This is an optimization exercise on Yosys and OpenROAD, whose aim is small area, a short achievable clock period and few clock cycles, not a production implementation.
The RTL was checked by simulation tests, not by an equivalence proof against the original design.
Power is estimated from default activity; no workload was simulated.

Design krnl_acc, start of the top module:
module krnl_acc (
  input  logic               ap_clk,
  input  logic               ap_rst_n,
  input  logic               ap_start,
  input  logic [31:0]        cfg,
  output logic               ap_idle,
  output logic               ap_done,
  input  logic               ifm_valid,
  output logic               ifm_ready,
  input  logic [63:0]        ifm_data,
  input  logic               wgt_valid,
  output logic               wgt_ready,
  input  logic [63:0]        wgt_data,
  output logic               ofm_valid,
  input  logic               ofm_ready,
  output logic [127:0]       ofm_data
);
  logic take;
  logic clr;
  logic adv_out;
  acc_ctrl i_acc_ctrl (
    .ap_clk    (ap_clk),
    .ap_rst_n  (ap_rst_n),
    .ap_start  (ap_start),
    .cfg       (cfg),
    .ifm_valid (ifm_valid),
    .wgt_valid (wgt_valid),
    .ofm_ready (ofm_ready),
    .ap_idle   (ap_idle),
    .ap_done   (ap_done),
    .take      (take),
    .clr       (clr),
    .adv_out   (adv_out),
    .ofm_valid (ofm_valid)
  );
  mac_engine i_mac_engine (
    .ap_clk   (ap_clk),
    .take     (take),
    .clr      (clr),
    .adv_out  (adv_out),
    .ifm_data (ifm_data),
    .wgt_data (wgt_data),
    .ofm_data (ofm_data)
  );
  assign ifm_ready = take;
  assign wgt_ready = take;
endmodule
For scale: ~300 I/O pins, roughly 53,000 um^2 of cells after synthesis.
==> flow/config.mk <==
export PLATFORM = sky130hd
export DESIGN_NAME = krnl_acc
export DESIGN_NICKNAME = krnl_acc
export VERILOG_FILES = /design/flow/design.v
export SDC_FILE = /design/flow/constraint.sdc
export NUM_CORES = 4
export LEC_CHECK = 0
export ABC_CLOCK_PERIOD_IN_PS = 4000
export CAP_MARGIN = 20
export CORE_MARGIN = 2
export CORE_UTILIZATION = 60
export SETUP_SLACK_MARGIN = 5.0
export SLEW_MARGIN = 20
export SYNTH_HIERARCHICAL = 1
==> flow/constraint.sdc <==
create_clock -name core_clock -period 9.0 [get_ports {ap_clk}]
set_input_delay 1.8000 -clock core_clock [delete_from_list [all_inputs] [get_ports {ap_clk}]]
set_output_delay 1.8000 -clock core_clock [all_outputs]
set_load 0.01 [all_outputs]
run.sh (not shown) runs the stock make flow with config.mk's settings and CLKGATE_MAP_FILE= SYNTH_SCRIPT=/design/flow/synth_recipe.tcl, a recipe that flattens the netlist after the stock synthesis.
Testbench counts at the start, summed over its fixed seeds: cycles 11,072.
==> next run, changes <==
==> flow/flow/run.sh (new file) <==
#!/bin/bash
# The standard layout (standard.sh, standard synthesis unchanged), with
# the port buffers inserted as sky130_fd_sc_hd__buf_1, the smallest plain
# buffer, instead of the delay buffer buffer_ports picks by default. Every
# port still gets its buffer. The make output goes to standard.log; each
# tool's own log is under orfs/logs/.
set -euo pipefail
export BUFFER_PORTS_ARGS="-buffer_cell sky130_fd_sc_hd__buf_1"
bash standard.sh > standard.log 2>&1
==> flow/standard.sh (new file) <==
#!/bin/bash
# synth_recipe.tcl (not shown) runs the flow's synth.tcl, then flattens the netlist and writes it again
# the make line also repeats each setting of config.mk as NAME=value (left out here)
make -C /OpenROAD-flow-scripts/flow DESIGN_CONFIG=/design/flow/config.mk WORK_HOME=/design/flow/orfs CLKGATE_MAP_FILE= SYNTH_SCRIPT=/design/flow/synth_recipe.tcl "${@:-finish}"
CORE_UTILIZATION = 75   (was 60)
removed: flow/run.sh
Effect: Cell area falls by about 3.6%. Synthesized cell count does not change. Global-route usage rises by 6.3 points. Power hardly moves.
==> next run, changes <==
==> flow/run.sh (new file) <==
#!/bin/bash
# synth_recipe.tcl (not shown) runs the flow's synth.tcl, then flattens the netlist and writes it again
# the make line also repeats each setting of config.mk as NAME=value (left out here)
make -C /OpenROAD-flow-scripts/flow DESIGN_CONFIG=/design/flow/config.mk WORK_HOME=/design/flow/orfs CLKGATE_MAP_FILE= SYNTH_SCRIPT=/design/flow/synth_recipe.tcl finish
CORE_UTILIZATION = 60   (was 75)
CTS_CLUSTER_DIAMETER = 60   (was default)
CTS_CLUSTER_SIZE = 40   (was default)
removed: flow/flow/run.sh
removed: flow/standard.sh
=> The new run ran to the end with no violations. Worst setup slack is better by 110 ps. Flip-flop and latch count does not change. Sequential power is about the same. Power came out lower by 1.4%. Design area rose by 3.5%. Register-to-register slack barely changes. Area after synthesis stays the same. Worst hold slack improves by 18 ps. Wire length rose by 2.3%. Combinational power goes up by about 1%.
==> next run, changes <==
ABC_CLOCK_PERIOD_IN_PS = 4200   (was 4000)
CTS_CLUSTER_DIAMETER = default   (was 60)
CTS_CLUSTER_SIZE = default   (was 40)
SETUP_SLACK_MARGIN = 4.8   (was 5.0)
After rerunning: Power came out higher by a few percent. Register-to-register slack gets worse by 230 ps. Non-clock buffer count came out lower by 9. Worst hold slack gets worse by 10 ps. Maximum frequency came out lower slightly. Setup slack gets worse by 36 ps. Wire length came out lower slightly. Sequential share of layout area came out lower by 0.15 points. Cell count barely changes. First-iteration DRC count came out lower by a few percent.

[port drivers added, routing unchanged]
The results above use ideal ports. As a check the final layouts listed here were re-extracted and re-timed, cells and wires unchanged.
Step 1, drivers: a clkbuf_16 drives ap_clk and a buf_2 each remaining input, both assumed.
Step 2 times the ports against the registers' clock, not the clock port: input delays grow and output delays shrink by t, the midpoint of the rising clock arrivals with the driver on.
Three values: no drivers, after step 1, after step 2; two values: the first two.
run | t, ns | slack for setup (ns) | hold WS [ns] | worst data-port slew with drivers (ns)
the first run | 0.706 | 4.868 / 4.829 / 4.612 | 0.431 / 0.431 / 0.431 | 0.12
the second run | 0.691 | 4.757 / 4.714 / 4.714 | 0.418 / 0.418 / 0.418 | 0.07
the third run | 0.724 | 4.868 / 4.829 / 4.604 | 0.436 / 0.436 / 0.436 | 0.13
the fourth run | 0.704 | 4.832 / 4.810 / 4.619 | 0.426 / 0.426 / 0.426 | 0.12
After both steps setup and hold are still met in every run listed. For the third run, which loses most, drivers alone change the setup slack by -0.039 ns; drivers and shift together by -0.264 ns.
